This is an optimization exercise on Yosys and OpenROAD, whose aim is small area and a short achievable clock period, not a production implementation. No run shown here included a check of the RTL's function; only the layout flow was run. Power is estimated from default activity; no workload was simulated.

<file path="flow/run.sh">
#!/bin/bash
# synth_recipe.tcl (not shown) runs the flow's synth.tcl, then flattens the netlist and writes it again
# the make line also repeats each setting of config.mk as NAME=value (left out here)
make -C /OpenROAD-flow-scripts/flow DESIGN_CONFIG=/design/flow/config.mk WORK_HOME=/design/flow/orfs CLKGATE_MAP_FILE= SYNTH_SCRIPT=/design/flow/synth_recipe.tcl finish
</file>
<file path="flow/design.v">
package spi_mem_pkg;
    typedef enum logic [2:0] {
        ADDR,
        CMD,
        WRITE,
        READ,
        DONE
    } state_t;
    localparam logic [7:0] CMD_READ = 8'h00;
    localparam logic [7:0] IDLE_TX  = 8'h00;
endpackage
module spi_bit_engine #(
    parameter int unsigned CPOL      = 0,
    parameter int unsigned CPHA      = 0,
    parameter int unsigned MSB_FIRST = 0
) (
    input  logic       clk,
    input  logic       rst_n,
    input  logic       cs_n,
    input  logic       sck,
    input  logic       mosi,
    input  logic       tx_load,
    input  logic [7:0] tx_byte,
    output logic       miso,
    output logic       active,
    output logic       byte_done,
    output logic       byte_done_i,
    output logic       frame_end,
    output logic       frame_err,
    output logic [7:0] rx_byte,
    output logic [7:0] rx_data,
    output logic       rx_zero
);
    localparam bit POL = (CPOL != 0);
    localparam bit PHA = (CPHA != 0);
    localparam bit MSB = (MSB_FIRST != 0);
    logic [1:0] cs_s, sck_s, mosi_s;
    logic       sck_d;
    logic [7:0] rx_sr, tx_reg, rx_next;
    logic [2:0] bitcnt;
    logic       sck_rise, sck_fall, lead, trail;
    logic       sample_ev, shift_ev, cs_fall, cs_rise, last_bit, tx_bit;
    logic       cs_d, nbyte_done;
    assign byte_done_i = ~nbyte_done;
    assign rx_data = rx_sr;
    always_comb begin
        sck_rise  = sck_s[1] & ~sck_d;
        sck_fall  = ~sck_s[1] & sck_d;
        lead      = POL ? sck_fall : sck_rise;
        trail     = POL ? sck_rise : sck_fall;
        sample_ev = ~cs_d & (PHA ? trail : lead);
        shift_ev  = ~cs_d & (PHA ? lead : trail);
        cs_fall   = cs_d & ~cs_s[1];
        cs_rise   = ~cs_d & cs_s[1];
        rx_next   = MSB ? {rx_sr[6:0], mosi_s[1]} : {mosi_s[1], rx_sr[7:1]};
        last_bit  = sample_ev && (bitcnt == 3'd7);
        tx_bit    = MSB ? tx_reg[3'd7 - bitcnt] : tx_reg[bitcnt];
    end
    always_ff @(posedge clk) begin
        mosi_s  <= {mosi_s[0], mosi};
        rx_byte <= rx_next;
        rx_zero <= (rx_next == 8'd0);
        if (sample_ev)
            rx_sr <= rx_next;
    end
    always_ff @(posedge clk or negedge rst_n) begin
        if (!rst_n) begin
            cs_s      <= '1;
            sck_s     <= {2{POL}};
            sck_d     <= POL;
            active    <= 1'b0;
            cs_d      <= 1'b1;
            nbyte_done <= 1'b1;
            bitcnt    <= '0;
            tx_reg    <= '0;
            miso      <= 1'b0;
            byte_done <= 1'b0;
            frame_end <= 1'b0;
            frame_err <= 1'b0;
        end else begin
            cs_s      <= {cs_s[0], cs_n};
            sck_s     <= {sck_s[0], sck};
            sck_d     <= sck_s[1];
            active    <= ~cs_s[1];
            cs_d      <= cs_s[1];
            byte_done <= last_bit;
            nbyte_done <= ~last_bit;
            frame_end <= cs_rise;
            frame_err <= cs_rise && (bitcnt != 3'd0) && !last_bit;
            if (sample_ev)
                bitcnt <= bitcnt + 3'd1;
            if (cs_rise)
                bitcnt <= '0;
            if (tx_load)
                tx_reg <= tx_byte;
            if (shift_ev || (cs_fall && !PHA))
                miso <= tx_bit;
        end
    end
endmodule
module spi_mem_slave #(
    parameter int unsigned CPOL       = 0,
    parameter int unsigned CPHA       = 0,
    parameter int unsigned MSB_FIRST  = 0,
    parameter int unsigned ADDR_BYTES = 2,
    parameter int unsigned MEM_AW     = 8
) (
    input  logic       CLK,
    input  logic       nRESET,
    input  logic       nCS,
    input  logic       SCK,
    input  logic       MOSI,
    output logic       MISO,
    output logic       MISO_OE,
    output logic       busy,
    output logic       rx_valid,
    output logic [7:0] rx_byte,
    output logic       frame_err
);
    logic       s_addr, s_cmd, s_wr, s_rd, a2;
    logic [7:0] tgt, tgt_n;     
    logic       byte_done, byte_done_o, frame_end, active, tx_load, rx_zero;
    logic [7:0] tx_byte, rx_data;
    spi_bit_engine #(
        .CPOL      (CPOL),
        .CPHA      (CPHA),
        .MSB_FIRST (MSB_FIRST)
    ) u_engine (
        .clk       (CLK),
        .rst_n     (nRESET),
        .cs_n      (nCS),
        .sck       (SCK),
        .mosi      (MOSI),
        .tx_load   (tx_load),
        .tx_byte   (tx_byte),
        .miso      (MISO),
        .active    (active),
        .byte_done (byte_done_o),
        .byte_done_i (byte_done),
        .frame_end (frame_end),
        .frame_err (frame_err),
        .rx_byte   (rx_byte),
        .rx_data   (rx_data),
        .rx_zero   (rx_zero)
    );
    assign busy     = active;
    assign MISO_OE  = active;
    assign rx_valid = byte_done_o;
    logic       sel_ld, sel_inc, sel_hold;
    logic [7:0] tgt_inc;
    assign tgt_inc = tgt + 8'd1;
    always_comb begin
        sel_ld  = byte_done && s_addr && !a2;
        sel_inc = byte_done && ((s_cmd && rx_zero) || s_rd || s_wr);
        sel_hold = !sel_ld && !sel_inc;
        tgt_n = ({8{sel_ld}} & rx_data) | ({8{sel_inc}} & tgt_inc) | ({8{sel_hold}} & tgt);
    end
    always_ff @(posedge CLK or negedge nRESET) begin
        if (!nRESET) begin
            s_addr  <= 1'b1;
            s_cmd   <= 1'b0;
            s_wr    <= 1'b0;
            s_rd    <= 1'b0;
            a2      <= 1'b0;
            tx_load <= 1'b0;
        end else begin
            tx_load <= byte_done | frame_end;
            if (byte_done) begin
                if (s_addr) begin
                    a2 <= !a2;
                    if (a2) begin
                        s_addr <= 1'b0;
                        s_cmd  <= 1'b1;
                    end
                end
                if (s_cmd) begin
                    s_cmd <= 1'b0;
                    s_rd  <= rx_zero;
                    s_wr  <= !rx_zero;
                end
            end
            if (frame_end) begin
                s_addr <= 1'b1;
                s_cmd  <= 1'b0;
                s_wr   <= 1'b0;
                s_rd   <= 1'b0;
                a2     <= 1'b0;
            end
        end
    end
    logic [3:0]   hp;           
    logic         wv;           
    logic [7:0]   wd;
    logic [3:0]   wrow;         
    logic [3:0]   wlo, wlo_n;   
    logic         wfire;        
    logic [15:0]  wsel;         
    logic         wfire_n;
    logic         wissue;
    logic         rm;           
    logic [7:0]   pf;
    logic [127:0] heads;
    assign wissue = byte_done & s_wr;
    assign wlo_n  = wissue ? tgt[3:0] : wlo;
    assign wfire_n = (wissue || (wv && !wfire)) && ((wlo_n + 4'd2) == hp);
    always_ff @(posedge CLK) begin
        hp   <= hp - 4'd1;
        wlo  <= wlo_n;
        wfire <= wfire_n;
        for (int r = 0; r < 16; r++)
            wsel[r] <= wfire_n && ((wissue ? tgt[7:4] : wrow) == 4'(r));
        if (wissue) begin
            wv   <= 1'b1;
            wd   <= rx_data;
            wrow <= tgt[7:4];
        end else if (wfire) begin
            wv   <= 1'b0;
        end
        tgt  <= tgt_n;
        rm   <= sel_ld    ? ((rx_data[3:0] + 4'd1) == hp)
              : sel_inc   ? ((tgt[3:0] + 4'd2) == hp)
              :             ((tgt[3:0] + 4'd1) == hp);
        if (rm)
            pf <= heads[{tgt[7:4], 3'd0} +: 8];
    end
    for (genvar r = 0; r < 16; r++) begin : g_row
        logic [127:0] q;        
        always_ff @(posedge CLK)
            q <= {q[119:0], wsel[r] ? wd : q[127:120]};
        assign heads[8*r +: 8] = q[7:0];
    end
    always_comb begin
        tx_byte = spi_mem_pkg::IDLE_TX;
        if (s_rd)
            tx_byte = pf;
    end
endmodule
</file>
<file path="flow/constraint.sdc">
create_clock -name core_clock -period 4.0 [get_ports {CLK}]
set_input_delay 0.8000 -clock core_clock [delete_from_list [all_inputs] [get_ports {CLK}]]
set_output_delay 0.8000 -clock core_clock [all_outputs]
set_load 0.01 [all_outputs]
</file>
<file path="flow/config.mk">
export PLATFORM = sky130hd
export DESIGN_NAME = spi_mem_slave
export DESIGN_NICKNAME = spi_mem_slave
export VERILOG_FILES = /design/flow/design.v
export SDC_FILE = /design/flow/constraint.sdc
export NUM_CORES = 4
export LEC_CHECK = 0
export ABC_CLOCK_PERIOD_IN_PS = 1800
export CAP_MARGIN = 20
export CORE_MARGIN = 2
export CORE_UTILIZATION = 55
export CTS_BUF_LIST = sky130_fd_sc_hd__clkbuf_16
export CTS_CLUSTER_DIAMETER = 100
export CTS_CLUSTER_SIZE = 30
export PLACE_DENSITY = 0.7
export SETUP_SLACK_MARGIN = 2.3
export SLEW_MARGIN = 20
</file>
==> run summary, run 1 <==
outcome=no timing/DRC/antenna violations; vias in the first global route=between 15000 and 20000; EDFF count, synth=24; die area=around 88000 um2; Avg Cell Area, Syn=~19 um2; dpl ws=between 0.9 and 1 ns; crit-path max FO=17; clock-pin slew of the registers on the worst-case setup and hold paths=approximately 0.12 ns; period utilization=53.5%; H-Tree Depth=3; input/output buffers=17; post-synthesis share of cell area spent on and, or, nand and nor gates=1.03%; net count of the mapped netlist=approximately 2600; wire length of the first global-routing pass=99300 um; HPWL after DPL=about 38000 um; flip-flop cell with the highest count after synthesis=sky130_fd_sc_hd__dfxtp_1; number of sinks driven by the clock tree=2151; placer's final routability congestion estimate=around 0.82; Cells after Synth=between 2000 and 3000; area post-placement=~49000 um2; adder and majority cell fraction of the synthesized area=less than 1%; clock insertion delay at the later pin of the skew report=~0.67 ns; total CTS buffers=between 80 and 90; final slew viol count=0; area of all placed cells without fillers=~52000 um2; number of filler instances in the final layout=about 6000; remaining global-route overflow=0; classification of the worst-slack hold path=in -> async; number of vias per cell=around 4.5; Fin Hold WS=approximately 0.13 ns; Clock Skew=approximately 0.034 ns; starting DRC count in detailed routing=between 1000 and 1500; maximum vdd ir drop=roughly 0.35 mV; clock tree buffer depth=3; Die W=297 um; clock tree root buffer cell=sky130_fd_sc_hd__clkbuf_16; Design Power=~31 mW; Worst EP required=between 4 and 5 ns; I/O pin cnt=18; count of final setup violators=0; Die H=297 um; most frequent standard cell in the layout excluding fill and tap cells=sky130_fd_sc_hd__dfxtp_1; initial antenna violation count=8; pwr/cell area=roughly 600 nW/um2; async set or reset register ratio after synthesis=about 1.3%; count of yosys warnings during synthesis=2; TritonCTS clock tree=done; largest registers=g_row.q (2048), wsel (16); total DRC errors in the routed layout=0; largest register by flop count=g_row.q; post-synthesis to final-layout area growth=9.04%; fraction of the mapped netlist area in compound gates=less than 1%; fmax=between 0.4 and 0.5 GHz; number of rows created at floorplan=about 110; Core Area=between 80000 and 90000 um2; Initial Utilization=approximately 56%; final critical-path required period=roughly 2.1 ns; tightest slew margin relative to the limit=a little over two fifths; kind of capture point of the worst setup path=flop; setup tns final=0 ns; max reg flops=about 2000; setup slack of the critical path after layout=about 1.9 ns; share of final-layout standard cells stronger than drive strength 1=14.0%; leading cell types in the layout, fill and taps excluded=sky130_fd_sc_hd__dfxtp_1, sky130_fd_sc_hd__mux2_2, sky130_fd_sc_hd__clkbuf_16; total track usage=between 10 and 15%; maximum number of pins on one net before global-route repair=32; DP Cell Count=approximately 3700; max-capacitance violation count=0; final hold viol count=0; main combinational cell family by area after synthesis=multiplexers; final cell count without fillers=roughly 3800; kind of start point of the critical path=flop; multiplexer fraction of the synthesized cell area=under 10%; number of nets in the finished design=about 2700; #FFs+latches synth=roughly 2200; Via Count=16971; DR WL/cell=around 17 um; Final Util=between 60% and 70%; Cell variety after synth=53; Hold Buf Count CTS=0; drt total wl=65100 um; setup repair after global routing missed its margin=true; Antenna Nets Post-Route=0; sequential share of the synthesized area=roughly 92%; CP Class=reg -> reg; First-pass DRT Iterations=5; reported leakage power=between 20 and 25 nW; Post-Syn Area=47300 um2; data arrival at the endpoint of the critical path=~2.7 ns; Synth Area in XOR/XNOR=less than 1%; Tightest Pin Transition=about 0.85 ns
## metal layers
metal | GRT usage (%) | share of wire, % | vias to the layer above
met5 | 0 | 0 | -
met3 | 2.39 | 3.6 | 119
met1 | 22.0 | 51 | 8284
met2 | 22.1 | 43 | 267
li1 | - | - | 8301
met4 | 4.04 | 2.2 | 0
## synth_stat cells, types with 2 or more instances
cell                       number  area share [%]
sky130_fd_sc_hd__edfxtp_1      24             1.5
sky130_fd_sc_hd__nand2_1       18            0.14
sky130_fd_sc_hd__buf_2          5           0.053
sky130_fd_sc_hd__inv_1         24            0.19
sky130_fd_sc_hd__dfstp_2        5            0.28
sky130_fd_sc_hd__mux4_2        42             2.0
sky130_fd_sc_hd__a221o_1        3           0.063
sky130_fd_sc_hd__mux2_2       129             3.1
sky130_fd_sc_hd__a22oi_1        2           0.032
sky130_fd_sc_hd__xnor2_4        2            0.12
sky130_fd_sc_hd__nand4_1        2           0.026
sky130_fd_sc_hd__nand2b_1       4           0.053
sky130_fd_sc_hd__o311ai_0       3           0.056
sky130_fd_sc_hd__o21ai_0       19            0.20
sky130_fd_sc_hd__nor3_1         2           0.021
sky130_fd_sc_hd__and2_0         2           0.026
sky130_fd_sc_hd__nor3b_1        4           0.063
sky130_fd_sc_hd__nor2_1         9           0.071
sky130_fd_sc_hd__nand3_1       15            0.16
sky130_fd_sc_hd__clkbuf_1      35            0.28
sky130_fd_sc_hd__xnor2_1        8            0.15
sky130_fd_sc_hd__buf_6          2           0.048
sky130_fd_sc_hd__mux2_4         3           0.095
sky130_fd_sc_hd__dfxtp_1     2098              89
sky130_fd_sc_hd__o31ai_1        3           0.048
sky130_fd_sc_hd__a21oi_1        6           0.063
sky130_fd_sc_hd__a21o_1         2           0.032
sky130_fd_sc_hd__ha_1           9            0.24
sky130_fd_sc_hd__dfrtp_1       24             1.3
sky130_fd_sc_hd__or3_1          2           0.026
sky130_fd_sc_hd__xor2_1         3           0.056
sky130_fd_sc_hd__or4_1          3           0.048
sky130_fd_sc_hd__nor4_1        17            0.22
sky130_fd_sc_hd__mux2i_1        5            0.11
## where the power goes
group,internal (mW),switching (mW),total [mW],leakage (nW)
combinational,0.0124,0.0179,0.0303,1.71
sequential,21.4,0.0122,21.5,17.5
clock,3.79,5.77,9.56,1.12
## logic make-up after synthesis
group	after synthesis
AO/OA/AOI/OAI	45
buffers and inverters	69
flip-flops	2151
multiplexers	180
XOR/XNOR	13
adder cells (fa/ha/maj)	9
AND/OR/NAND/NOR	86
## worst max-delay path: stages, from the launching register on
cell and delay (ns):
sky130_fd_sc_hd__dfrtp_1 0.39, sky130_fd_sc_hd__nor2b_4 0.26, sky130_fd_sc_hd__mux2_4 0.35, sky130_fd_sc_hd__ha_4 0.27, sky130_fd_sc_hd__xnor2_1 0.10, sky130_fd_sc_hd__and2_4 0.17
sky130_fd_sc_hd__nand4b_4 0.10, sky130_fd_sc_hd__buf_12 0.18, sky130_fd_sc_hd__nor4_1 0.21
## cell type report
class	count	area, um2	share of cell area, %
Multi-Input combinational cell	333	3830	7.43
Clock buffer	83	2080	4.03
Tap cell	1144	1430	2.78
Antenna cell	1	2.50	0.00485
Sequential cell	2151	43500	84.3
Timing Repair Buffer	52	559	1.08
Inverter	26	98.8	0.192
Clock inverter	20	96.3	0.187
## final timing paths
check                                   startpoint                        endpoint  slack [ns]  cells past startpoint
setup / recovery                  s_wr$_DFFE_PN0P_                 wsel[6]$_DFF_P_        1.86                      8
hold / removal                              nRESET       u_engine.miso$_DFFE_PN0P_        0.13                      1
setup reg to reg                  s_wr$_DFFE_PN0P_                 wsel[6]$_DFF_P_        1.86                      8
hold reg to reg            g_row[8].q[115]$_DFF_P_         g_row[8].q[123]$_DFF_P_        0.31                      0
max in group asynchronous                   nRESET  u_engine.tx_reg[4]$_DFFE_PN0P_        3.36                      2
min in group core_clock    g_row[8].q[115]$_DFF_P_         g_row[8].q[123]$_DFF_P_        0.31                      0
## timing repair
action | in CTS | in global routing
resized for setup | 106 | 27
setup buffers | 25 | 4
pin swaps | 5 | 4
endpoints found under the setup margin | 62 | 45
gates cloned | 0 | 2
==> inputs of run 2 (changes only) <==
--- a/flow/config.mk
+++ b/flow/config.mk
@@ -14,4 +14,4 @@
 export CTS_CLUSTER_SIZE = 30
 export PLACE_DENSITY = 0.7
-export SETUP_SLACK_MARGIN = 2.3
+export SETUP_SLACK_MARGIN = 2.1
 export SLEW_MARGIN = 20
==> run 2 against run 1 <==
Net effect:
- maximum frequency fell by 1.7%
- area after synthesis did not move
- critical path depth did not move
- cell count rose by 0.29%
- clock power rose by 1%
- clock skew rose by 0.0079 ns
- sequential power barely moved
- via count barely moved
- core utilization rose by 0.23 points
- flip-flop and latch count did not move
- sequential share of layout area fell by 0.34 points
- largest cell class unchanged
==> run summary, run 2 <==
final slew viol count=0 (unchanged); async set or reset register ratio after synthesis=1.35% (unchanged); largest registers=g_row.q (2048), wsel (16) (unchanged); number of sinks driven by the clock tree=2151 (unchanged); area post-placement=48800 um2 (unchanged); H-Tree Depth=3 (unchanged); Avg Cell Area, Syn=18.5 um2 (unchanged); Post-Syn Area=47300 um2 (unchanged); Initial Utilization=55.5% (unchanged); clock tree root buffer cell=sky130_fd_sc_hd__clkbuf_16 (unchanged); final critical-path required period=2.18 ns (was 2.14 ns); clock tree buffer depth=3 (unchanged); Core Area=85100 um2 (unchanged); #FFs+latches synth=2151 (unchanged); largest register by flop count=g_row.q (unchanged); share of final-layout standard cells stronger than drive strength 1=14.3% (was 14.0%); Clock Skew=0.0419 ns (was 0.0340 ns); First-pass DRT Iterations=5 (unchanged); remaining global-route overflow=0 (unchanged); top cells by area in the synthesized netlist=sky130_fd_sc_hd__dfxtp_1, sky130_fd_sc_hd__mux2_2, sky130_fd_sc_hd__mux4_2 (unchanged); input/output buffers=17 (unchanged); setup tns final=0 ns (unchanged); Hold Buf Count CTS=0 (unchanged); number of nets in the finished design=2671 (was 2659); total track usage=15.2% (was 14.6%); total CTS buffers=81 (unchanged); I/O pin cnt=18 (unchanged); EDFF count, synth=24 (unchanged); max reg flops=2048 (unchanged); total DRC errors in the routed layout=0 (unchanged); post-synthesis to final-layout area growth=9.46% (was 9.04%); flip-flop cell with the highest count after synthesis=sky130_fd_sc_hd__dfxtp_1 (unchanged); maximum vdd ir drop=0.405 mV (was 0.353 mV); CP Class=reg -> reg (unchanged); combinational power share=0.1% (about the same); number of rows created at floorplan=107 (unchanged); TritonCTS clock tree=done (unchanged); drt total wl=67800 um (was 65100 um); internal portion of total power=25.3 mW (about the same); count of final setup violators=0 (unchanged); area share of the largest cell type after synthesis=88.8% (unchanged); Cells after Synth=2553 (unchanged); max-capacitance violation count=0 (unchanged); most frequent standard cell in the layout excluding fill and tap cells=sky130_fd_sc_hd__dfxtp_1 (unchanged); pwr/cell area=602 nW/um2 (about the same); HPWL after DPL=40800 um (was 38300 um); Die H=297 um (unchanged); Crit-path slowest cell=sky130_fd_sc_hd__dfstp_2 (was sky130_fd_sc_hd__dfrtp_1); vias in the first global route=17082 (was 17181); fmax=0.459 GHz (was 0.467 GHz); data arrival at the endpoint of the critical path=2.77 ns (was 2.69 ns); relative contribution of the clock network to total power=31.1% (was 30.8%); worst path bufs/invs=1 (unchanged); dominant cell type by area after synthesis=sky130_fd_sc_hd__dfxtp_1 (unchanged); clock-pin slew of the registers on the worst-case setup and hold paths=0.11 ns (was 0.12 ns); leading cell types in the layout, fill and taps excluded=sky130_fd_sc_hd__dfxtp_1, sky130_fd_sc_hd__mux2_2, sky130_fd_sc_hd__clkbuf_16 (unchanged); Flop pwr share=68.8% (was 69.1%); net count of the mapped netlist=2567 (unchanged); starting DRC count in detailed routing=850 (was 1117); Cell variety after synth=53 (unchanged); kind of start point of the critical path=flop (unchanged); sequential share of the synthesized area=91.9% (unchanged); worst-path cell chain=nor2b_4 > mux2_4 > ha_4 > xnor2_4 > xnor2_2 > nand4b_4 > buf_6 > nor4_4 (was nor2b_4 > mux2_4 > ha_4 > xnor2_1 > and2_4 > nand4b_4 > buf_12 > nor4_1); final hold viol count=0 (unchanged); most numerous cell in the Yosys netlist=sky130_fd_sc_hd__dfxtp_1 (unchanged); initial antenna violation count=5 (was 8); reported net switching power=5.86 mW (was 5.80 mW); crit-path max FO=7 (was 17); leading post-synthesis cells by instance count=sky130_fd_sc_hd__dfxtp_1, sky130_fd_sc_hd__mux2_2, sky130_fd_sc_hd__mux4_2 (unchanged); placer's final routability congestion estimate=0.834 (was 0.820); Tightest Pin Transition=1.08 ns (was 0.846 ns); DR WL/cell=17.7 um (was 17.1 um); wire length of the first global-routing pass=101000 um (was 99300 um); Via Count=16958 (was 16971); number of vias per cell=4.44 (was 4.45); clock insertion delay at the later pin of the skew report=0.69 ns (was 0.67 ns); die area=88400 um2 (unchanged); classification of the worst-slack hold path=reg -> reg (was in -> async); Die W=297 um (unchanged); tightest slew margin relative to the limit=27.8% (was 43.6%); net switching fraction of the power=18.8% (was 18.7%); maximum number of pins on one net before global-route repair=32 (unchanged); largest stage delay on the critical path=0.59 ns (was 0.39 ns); period utilization=54.5% (was 53.5%); kind of capture point of the worst setup path=flop (unchanged); Worst EP required=4.59 ns (was 4.55 ns); Final Util=60.8% (was 60.6%); Antenna Nets Post-Route=0 (unchanged); outcome=no timing/DRC/antenna violations (unchanged); dominant delay contributor by cell family on the critical path=flip-flops (was simple AND/OR/NAND/NOR gates); area of all placed cells without fillers=51800 um2 (was 51600 um2); setup repair after global routing missed its margin=true (unchanged); reported leakage power=20.4 nW (was 20.3 nW); count of yosys warnings during synthesis=2 (unchanged)
==> run 2: layer usage <==
| metal | global-route usage, % | part of all wire [%] | up-vias |
|---|---|---|---|
| met1 | 22.0 | 49 | 8225 |
| met3 | 2.78 | 4.1 | 109 |
| met4 | 6.33 | 3.6 | 0 |
| met2 | 22.7 | 43 | 283 |
| met5 | 0 | 0 | - |
| li1 | - | - | 8341 |
==> run 2: power groups by stage <==
stage	Combinational (mW)	Sequential, mW	Clock [mW]
after floorplan	0.0128	22.0	0
after global placement	0.0302	22.0	0
after detailed placement	0.0313	22.0	0
after CTS	0.0299	21.5	9.93
after global routing	0.0337	21.5	10.7
final	0.0303	21.5	9.70
==> run 2: path summary, 6_finish.rpt <==
check | from | endpoint | slack, ns | cells after the start
hold reg to reg | g_row[7].q[31]$_DFF_P_ | g_row[7].q[39]$_DFF_P_ | 0.30 | 0
max in group asynchronous | nRESET | u_engine.cs_s[0]$_DFF_PN1_ | 3.18 | 2
setup / recovery | u_engine.nbyte_done$_DFF_PN1_ | wsel[14]$_DFF_P_ | 1.82 | 8
min in group asynchronous | nRESET | u_engine.byte_done$_DFF_PN0_ | 0.49 | 2
hold / removal | g_row[7].q[31]$_DFF_P_ | g_row[7].q[39]$_DFF_P_ | 0.30 | 0
setup reg to reg | u_engine.nbyte_done$_DFF_PN1_ | wsel[14]$_DFF_P_ | 1.82 | 8
==> run 2: logic make-up (layout without fill, tap and decap cells) <==
| kind of cell | after synthesis | after routing | synth area share (%) |
|---|---|---|---|
| other | 0 | 2 | 0 |
| xor gates and xnor gates | 13 | 13 | 0.320 |
| buffers and inverters | 69 | 189 | 0.600 |
| adders and majority gates | 9 | 9 | 0.238 |
| AOI/OAI and AO/OA | 45 | 45 | 0.635 |
| and+or+nand+nor | 86 | 88 | 1.03 |
| DFF | 2151 | 2151 | 91.9 |
| muxes | 180 | 180 | 5.30 |
==> run 2: final cells by class <==
type	count	area (um2)
inverters	26	98.8
repair buffers	62	621
flip-flops and latches	2151	43500
clock buffers	83	2080
well taps	1144	1430
multi-input cells	335	3920
fillers	6108	33400
clock inverters	18	146
diodes	2	5.00
==> run 2: what timing repair did <==
| item | 4_1_cts | 5_1_grt |
|---|---|---|
| setup endpoints to repair | 46 | 44 |
| gates cloned | 2 | 2 |
| buffers inserted | 21 | 18 |
| resized for setup | 105 | 36 |
| pin swaps | 13 | 11 |
==> run 2: stage by stage <==
stage	hold WS [ns]	power (mW)	setup slack, ns	std cells
6_report	0.301	31.2	1.82	3821
5_1_grt	0.313	32.2	1.74	3819
4_1_cts	0.305	31.4	1.86	3799
3_5_place_dp	0.312	22.0	1.33	3675
3_3_place_gp	0.310	22.0	1.52	3675
2_1_floorplan	0.310	22.0	1.85	2553

[re-timing with driven ports]
No port has a modelled driver above. Below, the same layouts with a new extraction and two added sets of constraints. Step 1 assumes that a clkbuf_16 drives the clock port and a buf_2 every other input. Step 2 adds t to the input delays and takes it off the output delays; t is the mean of the earliest and latest rising clock arrival at the registers after step 1. Input paths then give back, and output paths get back, about the clock's delay inside the block. a / b / c = ideal / step 1 / step 2; a / b = the first two.
run	t, ns	setup slack, ns	slew at the worst register clock pin (ns)	worst slew at a driven data input, ns
run 1	0.716	1.860 / 1.860 / 1.860	0.12 / 0.12	0.03
run 2	0.731	1.822 / 1.822 / 1.822	0.11 / 0.11	0.03
After both steps setup and hold are still met in every run listed.
